Background: an optimization exercise with open tools, aiming at small area, a short achievable clock period and few clock cycles per item. Do not read the settings as production practice.
RTL that was checked went through simulation tests only; none was proved equivalent to the original.
Power and IR drop assume default switching activity.

Design prefix_add_unit, start of the top module:
module prefix_add_unit (
  input  logic         clk_i,
  input  logic         rst_i,
  input  logic         flush_i,
  input  logic         req_valid_i,
  output logic         req_ready_o,
  input  logic [255:0] req_a_i,
  input  logic [255:0] req_b_i,
  input  logic         req_sub_i,
  input  logic         req_cin_i,
  output logic         resp_valid_o,
  input  logic         resp_ready_i,
  output logic [255:0] resp_sum_o,
  output logic         resp_cout_o,
  output logic         resp_ovf_o,
  output logic         busy_o
);
export LEC_CHECK = 0
export CAP_MARGIN = 20
export CORE_ASPECT_RATIO = 0.28
export CORE_MARGIN = 2
export CORE_UTILIZATION = 50
export SETUP_SLACK_MARGIN = 1.6
export SLEW_MARGIN = 20
export SYNTH_HIERARCHICAL = 1
export SYNTH_MINIMUM_KEEP_SIZE = 0
export BUFFER_PORTS_ARGS = -buffer_cell sky130_fd_sc_hd__buf_1
create_clock -name core_clock -period 5.5 [get_ports {clk_i}]
standard.sh (not shown) runs the stock make flow with config.mk's settings and CLKGATE_MAP_FILE= SYNTH_SCRIPT=/design/flow/synth_recipe.tcl, a recipe that flattens the netlist after the stock synthesis.
==> flow/flow/run.sh <==
#!/bin/bash
# Standard ORFS layout, except that the port buffers are the smallest
# buffer cell (buf_1) instead of the cell buffer_ports picks by default.
set -e
echo 'export BUFFER_PORTS_ARGS = -buffer_cell sky130_fd_sc_hd__buf_1' >> "$FLOW_CONFIG"
bash standard.sh > standard.log 2>&1
The starting point passed the timing, DRC and antenna checks.
Testbench counts at the start, summed over its fixed seeds: cycles 1,288, items 1,280.
Next try:
- CORE_ASPECT_RATIO: 0.28 -> 0.33
- CORE_UTILIZATION: 50 -> 45
What happened: Synthesized cell count does not change; wire length fell slightly; global-route usage fell by 3.2 points; final area fell by a few percent; non-clock buffer count fell by 24; setup slack gets better by 0.072 ns; cell count rose slightly; critical path depth fell by 2.
Next try:
- CORE_ASPECT_RATIO: 0.33 -> unset
- CORE_UTILIZATION: 45 -> 30
- SETUP_SLACK_MARGIN: 1.6 -> 1.7
Effect: Routed wire length rises by 18%. Sequential power is about the same. Final area climbs by 7.9%. Synthesized cell count does not change. Worst setup slack gets better by 0.11 ns. Total power increases by 9.2%. Via count rises by 2.0%.
Next try:
- CORE_ASPECT_RATIO: unset -> 0.33
- CORE_UTILIZATION: 30 -> 45
- SETUP_SLACK_MARGIN: 1.7 -> 1.8
Cell count falls by 7.2%. Final area rises by 0.44%. Synthesized cell count does not change. Clock power falls by 16%. Routed wire length falls by 11%. Sequential share of layout area falls by 0.11 points. Hold slack is worse by 0.0080 ns. Die area falls by 33%.
Next try:
- CORE_ASPECT_RATIO: 0.33 -> unset
- CORE_UTILIZATION: 45 -> 30
- SETUP_SLACK_MARGIN: 1.8 -> 1.5
Total power rises by 1.9%.
Worst setup slack is worse by 0.28 ns.
First-iteration DRC count goes down by 30%.
Clock-buffer cell count went up by 7.
Utilization came out lower by 25 points.
Area after synthesis does not change.
Clock power is higher by 29%.
Via count goes down by 3.9%.
Wire length came out higher by 9.1%.
Hold slack barely changes.

lane 1:
The RTL this note starts from:
==> flow/design.v <==
package prefix_add_pkg;
  typedef enum logic [1:0] {
    S_IDLE = 2'd0,
    S_RUN  = 2'd1,
    S_DONE = 2'd2
  } state_t;
  localparam int SLICE_W_DEFAULT = 64;
  function automatic int clog2(input int value);
    int r;
    r = 1;
    for (int i = 1; i < 31; i++) begin
      if ((1 << i) < value) r = i + 1;
    end
    clog2 = r;
  endfunction
endpackage
module prefix_block_add #(
  parameter int BLK_W = 16
) (
  input  logic [BLK_W-1:0] a,
  input  logic [BLK_W-1:0] b,
  input  logic             cin,
  output logic [BLK_W-1:0] sum,
  output logic             bg,      
  output logic             bp       
);
  localparam int LEVELS = $clog2(BLK_W);
  logic [BLK_W-1:0] g [LEVELS+1];
  logic [BLK_W-1:0] p [LEVELS+1];
  logic [BLK_W-1:0] x;
  assign x = a ^ b;
  assign g[0][0]         = (a[0] & b[0]) | (x[0] & cin);
  assign p[0][0]         = x[0];
  assign g[0][BLK_W-1:1] = a[BLK_W-1:1] & b[BLK_W-1:1];
  assign p[0][BLK_W-1:1] = x[BLK_W-1:1];
  for (genvar l = 0; l < LEVELS; l++) begin : g_lvl
    localparam int D = 1 << l;
    for (genvar i = 0; i < BLK_W; i++) begin : g_bit
      if ((i / D) % 2 == 1) begin : g_cell
        localparam int J = (i / D) * D - 1;
        assign g[l+1][i] = g[l][i] | (p[l][i] & g[l][J]);
        assign p[l+1][i] = p[l][i] & p[l][J];
      end else begin : g_pass
        assign g[l+1][i] = g[l][i];
        assign p[l+1][i] = p[l][i];
      end
    end
  end
  assign sum = x ^ {g[LEVELS][BLK_W-2:0], cin};
  assign bg  = g[LEVELS][BLK_W-1];
  assign bp  = p[LEVELS][BLK_W-1];
endmodule
module prefix_block_fix #(
  parameter int BLK_W = 16,
  parameter int NBLK  = 16
) (
  input  logic [BLK_W*NBLK-1:0] ls,      
  input  logic [NBLK-1:0]       bg,      
  input  logic [NBLK-1:0]       bp,      
  output logic [BLK_W*NBLK-1:0] sum,
  output logic                  cout
);
  localparam int LV = $clog2(NBLK);
  localparam int LW = $clog2(BLK_W);
  logic [NBLK-1:0] g [LV+1];
  logic [NBLK-1:0] p [LV+1];
  logic [NBLK:0]   cb;                   
  assign g[0] = bg;
  assign p[0] = bp;
  for (genvar l = 0; l < LV; l++) begin : g_lvl
    localparam int D = 1 << l;
    for (genvar i = 0; i < NBLK; i++) begin : g_blk
      if ((i / D) % 2 == 1) begin : g_cell
        localparam int J = (i / D) * D - 1;
        assign g[l+1][i] = g[l][i] | (p[l][i] & g[l][J]);
        assign p[l+1][i] = p[l][i] & p[l][J];
      end else begin : g_pass
        assign g[l+1][i] = g[l][i];
        assign p[l+1][i] = p[l][i];
      end
    end
  end
  assign cb = {g[LV], 1'b0};
  assign cout = cb[NBLK];
  for (genvar k = 0; k < NBLK; k++) begin : g_inc
    logic [BLK_W-1:0] t [LW+1];
    assign t[0] = ls[k*BLK_W +: BLK_W];
    for (genvar l = 0; l < LW; l++) begin : g_lvl
      localparam int D = 1 << l;
      for (genvar i = 0; i < BLK_W; i++) begin : g_bit
        if ((i / D) % 2 == 1) begin : g_cell
          assign t[l+1][i] = t[l][i] & t[l][(i / D) * D - 1];
        end else begin : g_pass
          assign t[l+1][i] = t[l][i];
        end
      end
    end
    assign sum[k*BLK_W +: BLK_W] = ls[k*BLK_W +: BLK_W] ^
                                   ({t[LW][BLK_W-2:0], 1'b1} & {BLK_W{cb[k]}});
  end
endmodule
module prefix_add_unit (
  input  logic         clk_i,
  input  logic         rst_i,
  input  logic         flush_i,
  input  logic         req_valid_i,
  output logic         req_ready_o,
  input  logic [255:0] req_a_i,
  input  logic [255:0] req_b_i,
  input  logic         req_sub_i,
  input  logic         req_cin_i,
  output logic         resp_valid_o,
  input  logic         resp_ready_i,
  output logic [255:0] resp_sum_o,
  output logic         resp_cout_o,
  output logic         resp_ovf_o,
  output logic         busy_o
);
  localparam int DATA_W = 256;
  localparam int BLK_W  = 16;
  localparam int NBLK   = DATA_W / BLK_W;
  logic [DATA_W-1:0] bb;
  logic              cin;
  logic [DATA_W-1:0] ls;
  logic [NBLK-1:0]   bg;
  logic [NBLK-1:0]   bp;
  logic              v1_q;
  logic [DATA_W-1:0] ls_q;
  logic [NBLK-1:0]   bg_q;
  logic [NBLK-1:0]   bp_q;
  logic              p_msb_q;
  logic [DATA_W-1:0] sum;
  logic              cout;
  logic              v2_q;
  logic [DATA_W-1:0] sum_q;
  logic              cout_q;
  logic              ovf_q;
  logic              stall2;
  logic              hold1;
  logic              accept;
  assign bb  = req_sub_i ? ~req_b_i : req_b_i;
  assign cin = req_sub_i | req_cin_i;
  for (genvar k = 0; k < NBLK; k++) begin : g_blk
    prefix_block_add #(
      .BLK_W (BLK_W)
    ) u_add (
      .a   (req_a_i[k*BLK_W +: BLK_W]),
      .b   (bb[k*BLK_W +: BLK_W]),
      .cin ((k == 0) ? cin : 1'b0),
      .sum (ls[k*BLK_W +: BLK_W]),
      .bg  (bg[k]),
      .bp  (bp[k])
    );
  end
  assign stall2      = v2_q & ~resp_ready_i;
  assign hold1       = v1_q & stall2;
  assign req_ready_o = ~flush_i & ~hold1;
  assign accept      = req_valid_i & req_ready_o;
  always_ff @(posedge clk_i) begin
    if (rst_i | flush_i) begin
      v1_q <= 1'b0;
      v2_q <= 1'b0;
    end else begin
      if (!hold1)  v1_q <= accept;
      if (!stall2) v2_q <= v1_q;
    end
  end
  always_ff @(posedge clk_i) begin
    if (!hold1) begin
      ls_q    <= ls;
      bg_q    <= bg;
      bp_q    <= bp;
      p_msb_q <= req_a_i[DATA_W-1] ^ bb[DATA_W-1];
    end
  end
  prefix_block_fix #(
    .BLK_W (BLK_W),
    .NBLK  (NBLK)
  ) u_fix (
    .ls   (ls_q),
    .bg   (bg_q),
    .bp   (bp_q),
    .sum  (sum),
    .cout (cout)
  );
  always_ff @(posedge clk_i) begin
    if (!stall2) begin
      sum_q  <= sum;
      cout_q <= cout;
      ovf_q  <= sum[DATA_W-1] ^ p_msb_q ^ cout;
    end
  end
  assign resp_valid_o = v2_q;
  assign busy_o       = v1_q | v2_q;
  assign resp_sum_o   = sum_q;
  assign resp_cout_o  = cout_q;
  assign resp_ovf_o   = ovf_q;
endmodule
Settings: LEC_CHECK=0, CAP_MARGIN=20, CORE_MARGIN=2, CORE_UTILIZATION=30, SETUP_SLACK_MARGIN=3.0, SLEW_MARGIN=20, BUFFER_PORTS_ARGS=-buffer_cell sky130_fd_sc_hd__buf_1; clock period 5.5 ns.
Scripts as last shown in full above: flow/flow/run.sh
Input changes introduced in lane 2 (baseline for comparison: lane 1):
Settings: a deleted SETUP_SLACK_MARGIN that had been 3.0; a deleted BUFFER_PORTS_ARGS that had been -buffer_cell sky130_fd_sc_hd__buf_1.
==> flow/run.sh (new file) <==
#!/bin/bash
# synth_recipe.tcl (not shown) runs the flow's synth.tcl, then flattens the netlist and writes it again
# the make line also repeats each setting of config.mk as NAME=value (left out here)
make -C /OpenROAD-flow-scripts/flow DESIGN_CONFIG=/design/flow/config.mk WORK_HOME=/design/flow/orfs CLKGATE_MAP_FILE= SYNTH_SCRIPT=/design/flow/synth_recipe.tcl finish
removed: flow/flow/run.sh
removed: flow/standard.sh
==> comparison <==
The capturing instance or port of the critical path comes out ls_q[201] in one run and ls_q[15] in the other, namely in lane 1 and lane 2 respectively.
Lane 1 vs lane 2, critical path's slowest cell: fa_2 vs a2111oi_0
Lane 1 consumes more power than lane 2.
Comparing lane 1 and lane 2, required arrival time at the worst endpoint is higher on lane 1.
Comparing lane 1 and lane 2, the higher worst-case headroom to the max-slew limit is on lane 2.
Function was not checked in any run of this note: the RTL went through the layout flow alone.

prefix_add_unit, a different RTL version from the one above (not shown whole).
For scale: roughly 260 flip-flops, about 780 I/O pins, roughly 22,000 sq um of cells after synthesis.
Settings: LEC_CHECK=0, CAP_MARGIN=20, CORE_MARGIN=2, CORE_UTILIZATION=30, SLEW_MARGIN=20; clock period 5.5 ns.
run.sh (not shown) runs the stock make flow with config.mk's settings and CLKGATE_MAP_FILE= SYNTH_SCRIPT=/design/flow/synth_recipe.tcl, a recipe that flattens the netlist after the stock synthesis.
Stock flow here: none of the scripts above is used.
Testbench counts at the start, summed over its fixed seeds: cycles 1,288, items 1,280.
Next try:
==> flow/flow/run.sh (new file) <==
#!/bin/bash
# Standard ORFS layout, except that the port buffers are the smallest
# buffer cell (buf_1) instead of the cell buffer_ports picks by default.
set -e
echo 'export BUFFER_PORTS_ARGS = -buffer_cell sky130_fd_sc_hd__buf_1' >> "$FLOW_CONFIG"
bash standard.sh > standard.log 2>&1
==> flow/standard.sh (new file) <==
#!/bin/bash
# synth_recipe.tcl (not shown) runs the flow's synth.tcl, then flattens the netlist and writes it again
# the make line also repeats each setting of config.mk as NAME=value (left out here)
make -C /OpenROAD-flow-scripts/flow DESIGN_CONFIG=/design/flow/config.mk WORK_HOME=/design/flow/orfs CLKGATE_MAP_FILE= SYNTH_SCRIPT=/design/flow/synth_recipe.tcl "${@:-finish}"
BUFFER_PORTS_ARGS = -buffer_cell sky130_fd_sc_hd__buf_1   (was unset)
SETUP_SLACK_MARGIN = 1.5   (was unset)
removed: flow/run.sh
After rerunning: Critical path depth goes up by 6. Count of clock-buffer cells in the layout goes down by 13. First-iteration DRC count goes up by a quarter to a third. Final area goes down slightly.
Next try:
==> flow/run.sh (new file) <==
#!/bin/bash
# synth_recipe.tcl (not shown) runs the flow's synth.tcl, then flattens the netlist and writes it again
# the make line also repeats each setting of config.mk as NAME=value (left out here)
make -C /OpenROAD-flow-scripts/flow DESIGN_CONFIG=/design/flow/config.mk WORK_HOME=/design/flow/orfs CLKGATE_MAP_FILE= SYNTH_SCRIPT=/design/flow/synth_recipe.tcl finish
ABC_CLOCK_PERIOD_IN_PS = 3000   (was unset)
BUFFER_PORTS_ARGS = unset   (was -buffer_cell sky130_fd_sc_hd__buf_1)
CORE_UTILIZATION = 50   (was 30)
removed: flow/flow/run.sh
removed: flow/standard.sh
This time the run never finished: it broke off in 3_2_place_iop with PPL-0024.
Area after synthesis stays the same.
Synthesized cell count stays the same.

== v45 ==
prefix_add_unit, a different RTL version from the one above (not shown whole).
For scale: about 2200 cells after synthesis, ~260 flip-flops, about 780 I/O pins, about 0.020 mm^2 of cells after synthesis.
Design prefix_add_unit, start of the top module:
module prefix_add_unit (
  input  logic         clk_i,
  input  logic         rst_i,
  input  logic         flush_i,
  input  logic         req_valid_i,
  output logic         req_ready_o,
  input  logic [255:0] req_a_i,
  input  logic [255:0] req_b_i,
  input  logic         req_sub_i,
  input  logic         req_cin_i,
  output logic         resp_valid_o,
  input  logic         resp_ready_i,
  output logic [255:0] resp_sum_o,
  output logic         resp_cout_o,
  output logic         resp_ovf_o,
  output logic         busy_o
);
==> flow/config.mk <==
export PLATFORM = sky130hd
export DESIGN_NAME = prefix_add_unit
export DESIGN_NICKNAME = prefix_add_unit
export VERILOG_FILES = /design/flow/design.v
export SDC_FILE = /design/flow/constraint.sdc
export NUM_CORES = 4
export LEC_CHECK = 0
export CAP_MARGIN = 20
export CORE_ASPECT_RATIO = 0.33
export CORE_MARGIN = 2
export CORE_UTILIZATION = 45
export SETUP_SLACK_MARGIN = 1.6
export SLEW_MARGIN = 20
export SYNTH_HIERARCHICAL = 1
export SYNTH_MINIMUM_KEEP_SIZE = 0
export BUFFER_PORTS_ARGS = -buffer_cell sky130_fd_sc_hd__buf_1
==> flow/constraint.sdc <==
create_clock -name core_clock -period 5.5 [get_ports {clk_i}]
set_input_delay 1.1000 -clock core_clock [delete_from_list [all_inputs] [get_ports {clk_i}]]
set_output_delay 1.1000 -clock core_clock [all_outputs]
set_load 0.01 [all_outputs]
standard.sh (not shown) runs the stock make flow with config.mk's settings and CLKGATE_MAP_FILE= SYNTH_SCRIPT=/design/flow/synth_recipe.tcl, a recipe that flattens the netlist after the stock synthesis.
==> flow/flow/run.sh <==
#!/bin/bash
# Standard ORFS layout, except that the port buffers are the smallest
# buffer cell (buf_1) instead of the cell buffer_ports picks by default,
# and ABC sizes the gates for a light load (1 fF instead of the platform's
# 5 fF), leaving upsizing to the timing repair that follows placement.
set -e
echo 'export BUFFER_PORTS_ARGS = -buffer_cell sky130_fd_sc_hd__buf_1' >> "$FLOW_CONFIG"
bash standard.sh ABC_LOAD_IN_FF=1 finish > standard.log 2>&1
Testbench counts of v45, summed over its fixed seeds: cycles 1,288, items 1,280.
--- input diff v45..v33 ---
==> flow/flow/run.sh <==
#!/bin/bash
# Standard ORFS layout, except that the port buffers are the smallest
# buffer cell (buf_1) instead of the cell buffer_ports picks by default.
set -e
echo 'export BUFFER_PORTS_ARGS = -buffer_cell sky130_fd_sc_hd__buf_1' >> "$FLOW_CONFIG"
bash standard.sh > standard.log 2>&1
## What came out
Min tightest hold margin across v33 and v45: v45
| time the worst path needs with I/O delays and setup | v33 vs v45 | worse |
Delta(share of the final layout cell area in multi-input gates, v33 - v45) > 0
The lower leakage power summed over all cells came out of v45.
In the metrics for v33 and v45, the one carrying the lower area after synthesis is v45.
In v33 relative to v45, number of global-route vias before repair had gone up by a few percent.
Of v33 and v45, v45 shows the lower cell count, with v33 above it.
Average cell area after synthesis for v33: 0.37 um^2 up relative to v45
First-pass GRT wire length, v33 vs v45: up by a few percent
Edits applied to the flow inputs when going from v33 to v34:
Settings: SETUP_SLACK_MARGIN changed from 1.6 to 1.3.
==> flow/flow/run.sh <==
#!/bin/bash
# Standard ORFS layout, except that the port buffers are the smallest
# buffer cell (buf_1) instead of the cell buffer_ports picks by default,
# and ABC sizes the gates for a light load (1 fF instead of the platform's
# 5 fF), leaving upsizing to the timing repair that follows placement.
set -e
echo 'export BUFFER_PORTS_ARGS = -buffer_cell sky130_fd_sc_hd__buf_1' >> "$FLOW_CONFIG"
bash standard.sh ABC_LOAD_IN_FF=1 finish > standard.log 2>&1
==> results.txt <==
Looking at power in combinational cells across v34 and v33, the one that comes out lower is v34.
On v34: smallest setup slack after layout is 200 ps lower than what v33 gave.
Cmp v34 and v33 / post-synthesis xor/xnor area fraction / lower: v33
Going from v33 to v34, the fraction of the core area covered by cells at the end of the flow was found to have gone down by 3.4 points.
Going from v33 to v34, the number of standard cells in the layout, taps in and fillers out was found to have gone down by about 2%.
v34 ended up with sum_q[143]$_DFFE_PP_ as its end of the critical path; v33 ended up with sum_q[239]$_DFFE_PP_.
Against v33, v34 reports a max-slew headroom at the worst pin that is higher.
## Diff of input files: v3 against v34
Settings: a change of SETUP_SLACK_MARGIN from 1.3 to 1.9.
==> results.txt <==
- The detailed-route wire length number comes out higher for v3 vs v34.
- Going from v34 to v3, initial antenna violation count went up 2; highest clock rate went up 20 MHz; wire length of the first global-routing pass went up about 6%; design internal power went up 13%; worst hold slack went up 27 ps.
- From v34 to v3, number of instances in the synthesized netlist did not move at all.
- v3: number of stages on the worst setup path 2 above v34
The inputs of v28 differ from those of v3 as listed below.
Settings: ABC_AREA: unset -> 1; SETUP_SLACK_MARGIN: 1.9 -> 1.6.
==> flow/flow/run.sh <==
#!/bin/bash
# Standard ORFS layout, except that the port buffers are the smallest
# buffer cell (buf_1) instead of the cell buffer_ports picks by default.
set -e
echo 'export BUFFER_PORTS_ARGS = -buffer_cell sky130_fd_sc_hd__buf_1' >> "$FLOW_CONFIG"
bash standard.sh > standard.log 2>&1
Post-DP HPWL delta (v28 − v3): unfavourable. Between v28 and v3, the sequential share of cell area is lower for v28. From v3 to v28 the numbers moved as follows: fraction of the mapped netlist area in compound gates shows a reduction of 2.9 points; area of all placed cells without fillers shows an increase of 35%. Compared with v3, v28 shows a lower sequential-to-total area share from yosys stat. Going from v3 to v28, overall power down 0.000067 W, clock network fraction of design power increased by 2.3 points relative to the old numbers, routed via count now larger.
Modified inputs, v11 compared to v28
Settings: ABC_AREA no longer set, was 1; SETUP_SLACK_MARGIN now 1.9, was 1.6.
--- outcome ---
As of v11, finished layout cell area had fallen by more than a quarter compared to v28. Compared with v28, v11 shows a lower endpoint arrival time on the critical path. What v11 reported for net switching power has to be multiplied by 1.10 to get the figure for v28. v11 vs v28, topmost layer with routed signal wires: met5 vs met4. Taking v28 as the reference point, the length in cells of the worst reg-to-reg path of v11 falls by 1. v11 against v28: cell area after placement shrank by about 30%; final cycle utilization of the critical path moved down; post-layout minimum cycle time lost 210 ps; logic gate share of total power grew by 0.7 points.

separate check: timing with driven ports:
In the flow no input, the clock included, has a driving cell. The finished layouts below were timed again as built, in two steps.
Step 1, drivers: a clkbuf_16 drives clk_i and a buf_2 each remaining input, both assumed.
Step 2 moves the port delays by t, midway between the first and last clock arrival at a register: inputs arrive t later, outputs are due t later. That takes back most of the time a late clock gives input paths.
a / b / c = no drivers / after step 1 / after step 2; a / b = the first two.
run	shift t [ns]	slack for setup (ns)	hold WS [ns]	latest minus earliest clock arrival (ns)	worst data-port slew with drivers (ns)
the first run of note 1	0.609	1.553 / 1.567 / 0.957	0.670 / 0.670 / 0.670	0.013 / 0.013	0.10
the second run of note 1	0.617	1.624 / 1.630 / 1.013	0.660 / 0.660 / 0.660	0.018 / 0.017	0.08
the third run of note 1	0.597	1.731 / 1.619 / 1.022	0.679 / 0.679 / 0.679	0.017 / 0.017	0.21
the fourth run of note 1	0.617	1.828 / 1.720 / 1.103	0.671 / 0.671 / 0.671	0.023 / 0.023	0.17
the fifth run of note 1	0.596	1.553 / 1.571 / 0.975	0.673 / 0.673 / 0.673	0.018 / 0.018	0.13
lane 1	0.666	2.097 / 1.967 / 1.301	0.418 / 0.418 / 0.418	0.028 / 0.028	0.24
lane 2	0.672	1.423 / 1.463 / 0.791	0.417 / 0.417 / 0.417	0.027 / 0.028	0.27
the first run of note 3	0.602	0.404 / 0.407 / -0.195	0.656 / 0.656 / 0.656	0.024 / 0.024	0.19
the second run of note 3	0.611	0.733 / 0.744 / 0.133	0.637 / 0.637 / 0.637	0.034 / 0.034	0.26
v45	0.606	1.679 / 1.405 / 0.799	0.653 / 0.653 / 0.653	0.014 / 0.014	0.36
v33	0.618	1.649 / 1.649 / 1.031	0.666 / 0.666 / 0.666	0.016 / 0.016	0.12
v34	0.610	1.449 / 1.450 / 0.840	0.659 / 0.659 / 0.659	0.020 / 0.020	0.15
v3	0.615	1.760 / 1.560 / 0.944	0.686 / 0.686 / 0.686	0.015 / 0.015	0.29
v28	0.645	1.583 / 1.604 / 0.958	0.567 / 0.567 / 0.567	0.025 / 0.025	0.11
v11	0.599	1.794 / 1.557 / 0.958	0.677 / 0.677 / 0.677	0.012 / 0.011	0.31
Met with ideal ports but missed after step 2: setup timing in the first run of note 3. For v45, which loses most, drivers alone change the setup slack by -0.274 ns; drivers and shift together by -0.880 ns.
